Source: an optimization exercise on an open RTL-to-GDS flow (aim: small area and few clock cycles per item). Production flows keep margins and buffers that such runs may drop.
Where RTL was checked, it was by simulation tests only, not by an equivalence proof against the original.
Power is estimated from default activity; no workload was simulated.

== the reference run ==
==> module lerb_read_col, before the edit <==
module lerb_read_col (
    input  wire logic [63:0] i_q,
    input  wire logic [63:0] i_sel_n,
    output logic             o_bit
);
    assign o_bit = &(i_q | i_sel_n);
endmodule
==> module line_edit_receive_buffer, before the edit <==
module line_edit_receive_buffer (
    input  wire logic       i_clk,
    input  wire logic       i_rst_n,
    input  wire logic       i_valid,
    output logic            o_ready,
    input  wire logic       i_action,
    input  wire logic [7:0] i_rx_byte,
    output logic            o_valid,
    input  wire logic       i_ready,
    output logic [1:0]      o_kind,
    output logic [7:0]      o_out_byte,
    output logic            o_last,
    output logic [6:0]      o_line_count
);
    localparam logic [1:0] KIND_ECHO      = 2'd0;
    localparam logic [1:0] KIND_LINE      = 2'd1;
    localparam logic [1:0] KIND_EMPTY     = 2'd2;
    localparam logic [1:0] KIND_NOT_READY = 2'd3;
    logic       r_valid;
    logic       r_act;
    logic [7:0] r_byte;
    logic [6:0] r_fill;      
    logic       r_line;      
    logic       r_erase2;    
    logic [6:0] r_ptr;       
    logic [7:0] r_rd;        
    logic        r_phase;
    logic [7:0]  r_mem [64];
    logic [7:0]  mem_d [64];
    logic [63:0] sel_n;      
    logic [63:0] wr_sel;     
    logic [7:0]  wr_x;
    logic        wr_en;
    logic [7:0]  rd_q;
    logic       is_term, is_erase, is_plain;
    logic       empty, full, drain, pos_last, erase1;
    logic       take, done;
    logic [6:0] fill_inc, ptr_inc, fill_nxt;
    assign is_term  = !r_act && (r_byte == 8'h0D || r_byte == 8'h0A);
    assign is_erase = !r_act && (r_byte == 8'h08 || r_byte == 8'h7F);
    assign is_plain = !r_act && !is_term && !is_erase;
    assign empty    = (r_fill == 7'd0);
    assign full     = r_fill[6];
    assign drain    = r_act && r_line && !empty;
    assign pos_last = (r_ptr == r_fill);
    assign erase1   = is_erase && !r_erase2 && !empty;
    assign fill_inc = r_fill + 7'd1;
    assign ptr_inc  = r_ptr + 7'd1;
    always_comb begin
        o_valid      = r_valid;
        o_kind       = KIND_ECHO;
        o_out_byte   = r_byte;
        o_last       = 1'b1;
        o_line_count = 7'd0;
        if (r_act) begin
            o_out_byte = 8'h00;
            if (!r_line) begin
                o_kind = KIND_NOT_READY;
            end else if (empty) begin
                o_kind = KIND_EMPTY;
            end else begin
                o_kind       = KIND_LINE;
                o_out_byte   = r_rd;
                o_last       = pos_last;
                o_line_count = r_ptr;
            end
        end else if (is_erase && !r_erase2) begin
            o_out_byte = 8'h7F;
            o_last     = empty;
        end
    end
    assign take    = r_valid && i_ready;
    assign done    = take && o_last;
    assign o_ready = !r_valid || done;
    assign wr_en = is_plain && !full;
    assign wr_x  = (r_act || r_ptr[6]) ? 8'hFF : (r_byte ^ {8{r_phase}});
    always_comb begin
        for (int i = 0; i < 64; i++) begin
            sel_n[i]  = !(r_ptr[5:0] == 6'(i));
            wr_sel[i] = wr_en && (r_ptr[5:0] == 6'(i));
        end
    end
    for (genvar i = 0; i < 64; i++) begin : g_slot
        lerb_slot_next u_next (
            .i_q     (r_mem[i]),
            .i_wr    (wr_sel[i]),
            .i_sel_n (sel_n[i]),
            .i_x     (wr_x),
            .o_d     (mem_d[i])
        );
    end
    for (genvar b = 0; b < 8; b++) begin : g_col
        logic [63:0] col;
        for (genvar i = 0; i < 64; i++) begin : g_bit
            assign col[i] = r_mem[i][b];
        end
        lerb_read_col u_read (
            .i_q     (col),
            .i_sel_n (sel_n),
            .o_bit   (rd_q[b])
        );
    end
    always_ff @(posedge i_clk) begin
        if (!i_rst_n) begin
            r_phase <= 1'b0;
        end else begin
            r_phase <= !r_phase;
        end
    end
    always_ff @(posedge i_clk) begin
        for (int i = 0; i < 64; i++) begin
            r_mem[i] <= mem_d[i];
        end
    end
    always_ff @(posedge i_clk) begin
        if (empty && is_plain) begin
            r_rd <= r_byte;
        end else if (take && drain && !pos_last) begin
            r_rd <= rd_q ^ {8{r_phase}};
        end
    end
    always_ff @(posedge i_clk) begin
        if (o_ready) begin
            r_act  <= i_action;
            r_byte <= i_rx_byte;
        end
    end
    always_comb begin
        fill_nxt = r_fill;
        if (take) begin
            if (wr_en) begin
                fill_nxt = fill_inc;
            end
            if (erase1) begin
                fill_nxt = r_fill - 7'd1;
            end
            if (r_act && r_line && (empty || pos_last)) begin
                fill_nxt = 7'd0;
            end
        end
    end
    always_ff @(posedge i_clk) begin
        if (!i_rst_n) begin
            r_valid  <= 1'b0;
            r_fill   <= 7'd0;
            r_line   <= 1'b0;
            r_erase2 <= 1'b0;
            r_ptr    <= 7'd0;
        end else begin
            r_fill <= fill_nxt;
            if (o_ready) begin
                r_valid <= i_valid;
                r_ptr   <= (i_valid && i_action) ? 7'd1 : fill_nxt;
            end else if (take && drain) begin
                r_ptr   <= ptr_inc;
            end
            if (take) begin
                if (is_term) begin
                    r_line <= 1'b1;
                end
                if (erase1) begin
                    r_erase2 <= 1'b1;
                end
                if (done) begin
                    r_erase2 <= 1'b0;
                end
                if (r_act && r_line && (empty || pos_last)) begin
                    r_line <= 1'b0;
                end
            end
        end
    end
endmodule
==> flow/config.mk <==
export PLATFORM = sky130hd
export DESIGN_NAME = line_edit_receive_buffer
export DESIGN_NICKNAME = line_edit_receive_buffer
export VERILOG_FILES = /design/flow/design.v
export SDC_FILE = /design/flow/constraint.sdc
export NUM_CORES = 4
export LEC_CHECK = 0
export CAP_MARGIN = 20
export CORE_MARGIN = 2
export CORE_UTILIZATION = 40
export CTS_BUF_LIST = sky130_fd_sc_hd__clkbuf_8
export CTS_CLUSTER_DIAMETER = 50
export CTS_CLUSTER_SIZE = 14
export SLEW_MARGIN = 20
export SYNTH_HIERARCHICAL = 1
export SYNTH_MINIMUM_KEEP_SIZE = 40
==> flow/constraint.sdc <==
create_clock -name core_clock -period 4.5 [get_ports {i_clk}]
set_input_delay 0.9000 -clock core_clock [delete_from_list [all_inputs] [get_ports {i_clk}]]
set_output_delay 0.9000 -clock core_clock [all_outputs]
set_load 0.01 [all_outputs]
run.sh (not shown) runs the stock make flow with config.mk's settings and CLKGATE_MAP_FILE= SYNTH_SCRIPT=/design/flow/synth_recipe.tcl, a recipe that flattens the netlist after the stock synthesis.
The inputs of the trial run differ from those of the reference run as listed below.
diff --git a/flow/design.v b/flow/design.v
--- a/flow/design.v
+++ b/flow/design.v
@@ -6,14 +6,14 @@
     input  wire logic [7:0] i_x,
     output logic [7:0]      o_d
 );
     assign o_d = ~((i_q | {8{i_wr}}) & ({8{i_sel_n}} | i_x));
 endmodule
 module lerb_read_col (
-    input  wire logic [63:0] i_q,
-    input  wire logic [63:0] i_sel_n,
+    input  wire logic [62:0] i_q,
+    input  wire logic [62:0] i_sel_n,
     output logic             o_bit
 );
     assign o_bit = &(i_q | i_sel_n);
 endmodule
 `default_nettype wire
 `default_nettype none
@@ -41,16 +41,16 @@
     logic [6:0] r_fill;      
     logic       r_line;      
     logic       r_erase2;    
     logic [6:0] r_ptr;       
     logic [7:0] r_rd;        
     logic        r_phase;
-    logic [7:0]  r_mem [64];
-    logic [7:0]  mem_d [64];
-    logic [63:0] sel_n;      
-    logic [63:0] wr_sel;     
+    logic [7:0]  r_mem [1:63];
+    logic [7:0]  mem_d [1:63];
+    logic [63:1] sel_n;      
+    logic [63:1] wr_sel;     
     logic [7:0]  wr_x;
     logic        wr_en;
     logic [7:0]  rd_q;
     logic       is_term, is_erase, is_plain;
     logic       empty, full, drain, pos_last, erase1;
     logic       take, done;
@@ -89,31 +89,31 @@
         end
     end
     assign take    = r_valid && i_ready;
     assign done    = take && o_last;
     assign o_ready = !r_valid || done;
     assign wr_en = is_plain && !full;
-    assign wr_x  = (r_act || r_ptr[6]) ? 8'hFF : (r_byte ^ {8{r_phase}});
+    assign wr_x  = r_act ? 8'hFF : (r_byte ^ {8{r_phase}});
     always_comb begin
-        for (int i = 0; i < 64; i++) begin
+        for (int i = 1; i < 64; i++) begin
             sel_n[i]  = !(r_ptr[5:0] == 6'(i));
-            wr_sel[i] = wr_en && (r_ptr[5:0] == 6'(i));
+            wr_sel[i] = is_plain && (r_ptr[5:0] == 6'(i));
         end
     end
-    for (genvar i = 0; i < 64; i++) begin : g_slot
+    for (genvar i = 1; i < 64; i++) begin : g_slot
         lerb_slot_next u_next (
             .i_q     (r_mem[i]),
             .i_wr    (wr_sel[i]),
             .i_sel_n (sel_n[i]),
             .i_x     (wr_x),
             .o_d     (mem_d[i])
         );
     end
     for (genvar b = 0; b < 8; b++) begin : g_col
-        logic [63:0] col;
-        for (genvar i = 0; i < 64; i++) begin : g_bit
+        logic [63:1] col;
+        for (genvar i = 1; i < 64; i++) begin : g_bit
             assign col[i] = r_mem[i][b];
         end
         lerb_read_col u_read (
             .i_q     (col),
             .i_sel_n (sel_n),
             .o_bit   (rd_q[b])
@@ -124,13 +124,13 @@
             r_phase <= 1'b0;
         end else begin
             r_phase <= !r_phase;
         end
     end
     always_ff @(posedge i_clk) begin
-        for (int i = 0; i < 64; i++) begin
+        for (int i = 1; i < 64; i++) begin
             r_mem[i] <= mem_d[i];
         end
     end
     always_ff @(posedge i_clk) begin
         if (empty && is_plain) begin
             r_rd <= r_byte;
==> comparison <==
The reference run → the trial run: clock-pin slew reported for the worst setup and hold paths after clock tree synthesis has remained practically unchanged; mean area per synthesized cell now sits lower; HPWL reported at the end of detailed placement held.
The estimated power of the trial run ends up lower than the estimate for the reference run.
Per the comparison of the trial run with the reference run, delay of the slowest critical-path stage lower; first-pass detailed-route iteration total moved up.
Against the reference run as the reference, the trial run delivers a lower routed via count.
Final critical-path share of the clock period in the trial run vs the reference run: up 0.65 points
Summary — inserted tap cell count, the trial run relative to the reference run: lower, by 8.
Between the trial run and the reference run, it is the trial run whose final worst slack is lower, by 0.029 ns.
The trial run ends up with a multi-input combinational gate total that is 2.0% lower than in the reference run.
From the reference run to the trial run the numbers moved as follows: final instance count without filler cells -45, shortest clock period the worst path allows after layout +0.029 ns, portion of total power attributed to the clock network +3.0 points.
Testbench counts of the trial run, summed over its fixed seeds: cycles 36,371, items 20,000.
The RTL of the reference run was laid out without a check of its function.

==> afterwards: timing with drivers on the ports <==
The flow's constraints put no driver on any port. The routed layouts listed below were extracted and timed again, unchanged, in two steps. Step 1 (the two cells are an assumption about what drives the block):
set clk [get_ports {i_clk}]
set_driving_cell -lib_cell sky130_fd_sc_hd__clkbuf_16 $clk
set_driving_cell -lib_cell sky130_fd_sc_hd__buf_2 [delete_from_list [all_inputs] $clk]
Step 2 adds t to the input delays and takes it off the output delays; t is the mean of the earliest and latest rising clock arrival at the registers after step 1. Input paths then give back, and output paths get back, about the clock's delay inside the block. Slacks: no drivers / after step 1 / after step 2; pairs: no drivers / after step 1.
| run | t (ns) | setup slack, ns | pins driven straight from the clock port |
|---|---|---|---|
| the reference run | 0.717 | 0.237 / 0.181 / 0.898 | 1 |
| the trial run | 0.706 | 0.208 / 0.158 / 0.863 | 1 |
After both steps every run listed still meets setup and hold.
